This design comes from an exercise in tuning for small area on the open sky130 flow, not from production work. RTL that was checked went through simulation tests only; none was proved equivalent to the original.

==> inputs of trial 43 <==
// signal_gen_top
module signal_gen_top
(
  input  logic          clk_user_bufg,
  input  logic          rst_glb,
  input  logic          dds_reset,
  input  logic [111:0]  dds_cfg,       
  input  logic [63:0]   vc_cfg,        
  input  logic [29:0]   fsc_req,       
  output logic [31:0]   iq,            
  output logic [29:0]   fsc,           
  output logic [15:0]   vc_triangle,
  output logic [15:0]   vc_dac_data
);
export LEC_CHECK = 0
export CAP_MARGIN = 20
export CORE_MARGIN = 2
export CORE_UTILIZATION = 40
export CTS_BUF_LIST = sky130_fd_sc_hd__clkbuf_4
export SLEW_MARGIN = 20
export SYNTH_HIERARCHICAL = 1
export SYNTH_MINIMUM_KEEP_SIZE = 0
create_clock -name core_clock -period 12.0 [get_ports {clk_user_bufg}]
run.sh (not shown) runs the stock make flow with config.mk's settings and CLKGATE_MAP_FILE= SYNTH_SCRIPT=/design/flow/synth_recipe.tcl, a recipe that flattens the netlist after the stock synthesis.
==> inputs of build 78, as changes to trial 43 <==
--- a/flow/config.mk
+++ b/flow/config.mk
@@ -8,6 +8,6 @@
 export CAP_MARGIN = 20
 export CORE_MARGIN = 2
-export CORE_UTILIZATION = 40
-export CTS_BUF_LIST = sky130_fd_sc_hd__clkbuf_4
+export CORE_UTILIZATION = 60
+export CTS_BUF_LIST = sky130_fd_sc_hd__clkbuf_2
 export SLEW_MARGIN = 20
 export SYNTH_HIERARCHICAL = 1
==> comparison table <==
| item | build 78 | trial 43 |
|---|---|---|
| Result of the run | complete, no violations | complete, no violations |
| Non-clock buffer total of the final layout | 394 | 407 |
| Tcrit/Tclk final | 0.839 | 0.862 |
| Post-detailed-placement half-perimeter wirelength | 68100 um | 69300 um |
| Capture point of the worst path | vc_dac_data[12] | iq[15] |
| Starting utilization of the core area | 0.610 | 0.402 |
| Worst path required time | 13.00 ns | 12.63 ns |
| ClkCell Share | 0.0143 | 0.0194 |
| Tap cells | 688 | 1060 |
| Clock Latency Late Sink | 1.08 ns | 0.80 ns |
| Vias | 23837 | 23236 |
| Setup skew after layout | 0.0986 ns | 0.0659 ns |
| Global-route wire length before repair | 142000 um | 142000 um |
| Critical path's slowest cell | sky130_fd_sc_hd__clkdlybuf4s50_1 | sky130_fd_sc_hd__nor2b_4 |
| Global-route usage over all layers | 0.328 | 0.220 |
| Die Span X | 236 um | 288 um |
| Aggregate routed wire length | 88700 um | 88500 um |
| Detailed router's first-iteration violation count | 2147 | 1765 |
| Maximum single-stage delay on the critical path | 0.93 ns | 0.83 ns |
No functional check of the RTL was part of any run of this note.

========
==> run a: inputs <==
signal_gen_top, a different RTL version from the one above (not shown whole).
// signal_gen_top
module signal_gen_top
(
  input  logic          clk_user_bufg,
  input  logic          rst_glb,
  input  logic          dds_reset,
  input  logic [111:0]  dds_cfg,       
  input  logic [63:0]   vc_cfg,        
  input  logic [29:0]   fsc_req,       
  output logic [31:0]   iq,            
  output logic [29:0]   fsc,           
  output logic [15:0]   vc_triangle,
  output logic [15:0]   vc_dac_data
);
Settings: LEC_CHECK=0, CAP_MARGIN=20, CORE_MARGIN=2, CORE_UTILIZATION=60, CTS_BUF_LIST=sky130_fd_sc_hd__clkbuf_4, SLEW_MARGIN=20, SYNTH_HIERARCHICAL=1, SYNTH_MINIMUM_KEEP_SIZE=0; clock period 12.0 ns.
standard.sh (not shown) runs the stock make flow with config.mk's settings and CLKGATE_MAP_FILE= SYNTH_SCRIPT=/design/flow/synth_recipe.tcl, a recipe that flattens the netlist after the stock synthesis.
==> flow/flow/run.sh <==
#!/bin/bash
set -euo pipefail
cd "$(dirname "$0")/.."
bash standard.sh "BUFFER_PORTS_ARGS=-buffer_cell sky130_fd_sc_hd__buf_1" \
  "CTS_ARGS=-sink_clustering_enable -repair_clock_nets -dont_use_dummy_load -buf_list sky130_fd_sc_hd__clkbuf_4 -sink_clustering_size 30" \
  finish > flow_make.log 2>&1
==> run b: changes against run a <==
==> flow/flow/run.sh (replaced) <==
#!/bin/bash
# Layout: the standard ORFS flow (standard.sh, which runs the standard
# synthesis unchanged), with two settings of its own:
#  - the port buffers that buffer_ports puts on every input and output are
#    the platform's smallest buffer (buf_1) instead of its default pick;
#  - after global routing, repair_timing -recover_power downsizes gates on
#    paths with positive slack (ORFS's RECOVER_POWER step).
# make's full output goes to flow_make.log here; each ORFS step keeps its own
# log under orfs/logs/.
set -euo pipefail
cd "$(dirname "$0")/.."
bash standard.sh \
  "BUFFER_PORTS_ARGS=-buffer_cell sky130_fd_sc_hd__buf_1" \
  "RECOVER_POWER=100" \
  finish > flow_make.log 2>&1
==> run c: changes against run a <==
==> flow/run.sh (new file) <==
#!/bin/bash
# synth_recipe.tcl (not shown) runs the flow's synth.tcl, then flattens the netlist and writes it again
# the make line also repeats each setting of config.mk as NAME=value (left out here)
make -C /OpenROAD-flow-scripts/flow DESIGN_CONFIG=/design/flow/config.mk WORK_HOME=/design/flow/orfs CLKGATE_MAP_FILE= SYNTH_SCRIPT=/design/flow/synth_recipe.tcl finish
Settings changed: CAP_MARGIN 20 to 0, SLEW_MARGIN 20 to 0.
removed: flow/flow/run.sh
removed: flow/standard.sh
==> run d: changes against run a <==
==> flow/flow/run.sh (replaced) <==
#!/bin/bash
# Layout: the standard ORFS flow (standard.sh, which also runs the
# standard synthesis unchanged), with one change: buffer_ports, which puts a
# buffer on every input and output port, uses the platform's smallest buffer
# (sky130_fd_sc_hd__buf_1) instead of its default pick. repair_design still
# sizes or buffers those nets where slew or capacitance needs it.
# make's full output goes to flow_make.log in this folder; each ORFS step
# keeps its own log under orfs/logs/.
set -euo pipefail
cd "$(dirname "$0")/.."
bash standard.sh "BUFFER_PORTS_ARGS=-buffer_cell sky130_fd_sc_hd__buf_1" finish > flow_make.log 2>&1
==> summary of the runs <==
Run b finished but fails on capacitance limit, slew limit. Run d ran to the end with no violations. Run a ran to the end with no violations. Run c finished with timing, DRC and antenna clean.
Utilization: run c is higher than run b (4.3 points).
Via count, highest first: run c, run b, run d, run a.
Between run d and run c, the lower non-clock buffer count is in run d (gap 7).

-- what the ideal ports hide --
Ports are ideal in the flow. The routed layouts listed here were re-timed in OpenROAD.
Step 1 assumes that a clkbuf_16 drives the clock port and a buf_2 every other input.
Step 2 adds t to the input delays and takes it off the output delays; t is the mean of the earliest and latest rising clock arrival at the registers after step 1. Input paths then give back, and output paths get back, about the clock's delay inside the block.
Slacks: ideal ports / drivers / drivers and shift; pairs: ideal ports / drivers.
run | t, ns | setup WS [ns] | clock arrival spread, ns | worst register clock-pin slew, ns | cell pins on the clock port's net
trial 43 | 0.823 | 1.652 / 1.625 / 0.803 | 0.067 / 0.067 | 0.07 / 0.07 | 1
build 78 | 1.096 | 1.929 / 1.931 / 0.860 | 0.132 / 0.132 | 0.12 / 0.12 | 1
run a | 0.792 | 1.621 / 1.621 / 1.166 | 0.083 / 0.083 | 0.07 / 0.07 | 1
run b | 0.837 | 0.867 / 0.867 / 0.867 | 0.073 / 0.072 | 0.08 / 0.08 | 1
run c | 0.824 | 1.466 / 1.466 / 0.686 | 0.071 / 0.071 | 0.08 / 0.08 | 1
run d | 0.834 | 1.627 / 1.627 / 1.142 | 0.071 / 0.071 | 0.08 / 0.08 | 1
The setup slack of build 78, which loses most, moves by +0.002 ns with the drivers and by -1.069 ns with both steps.
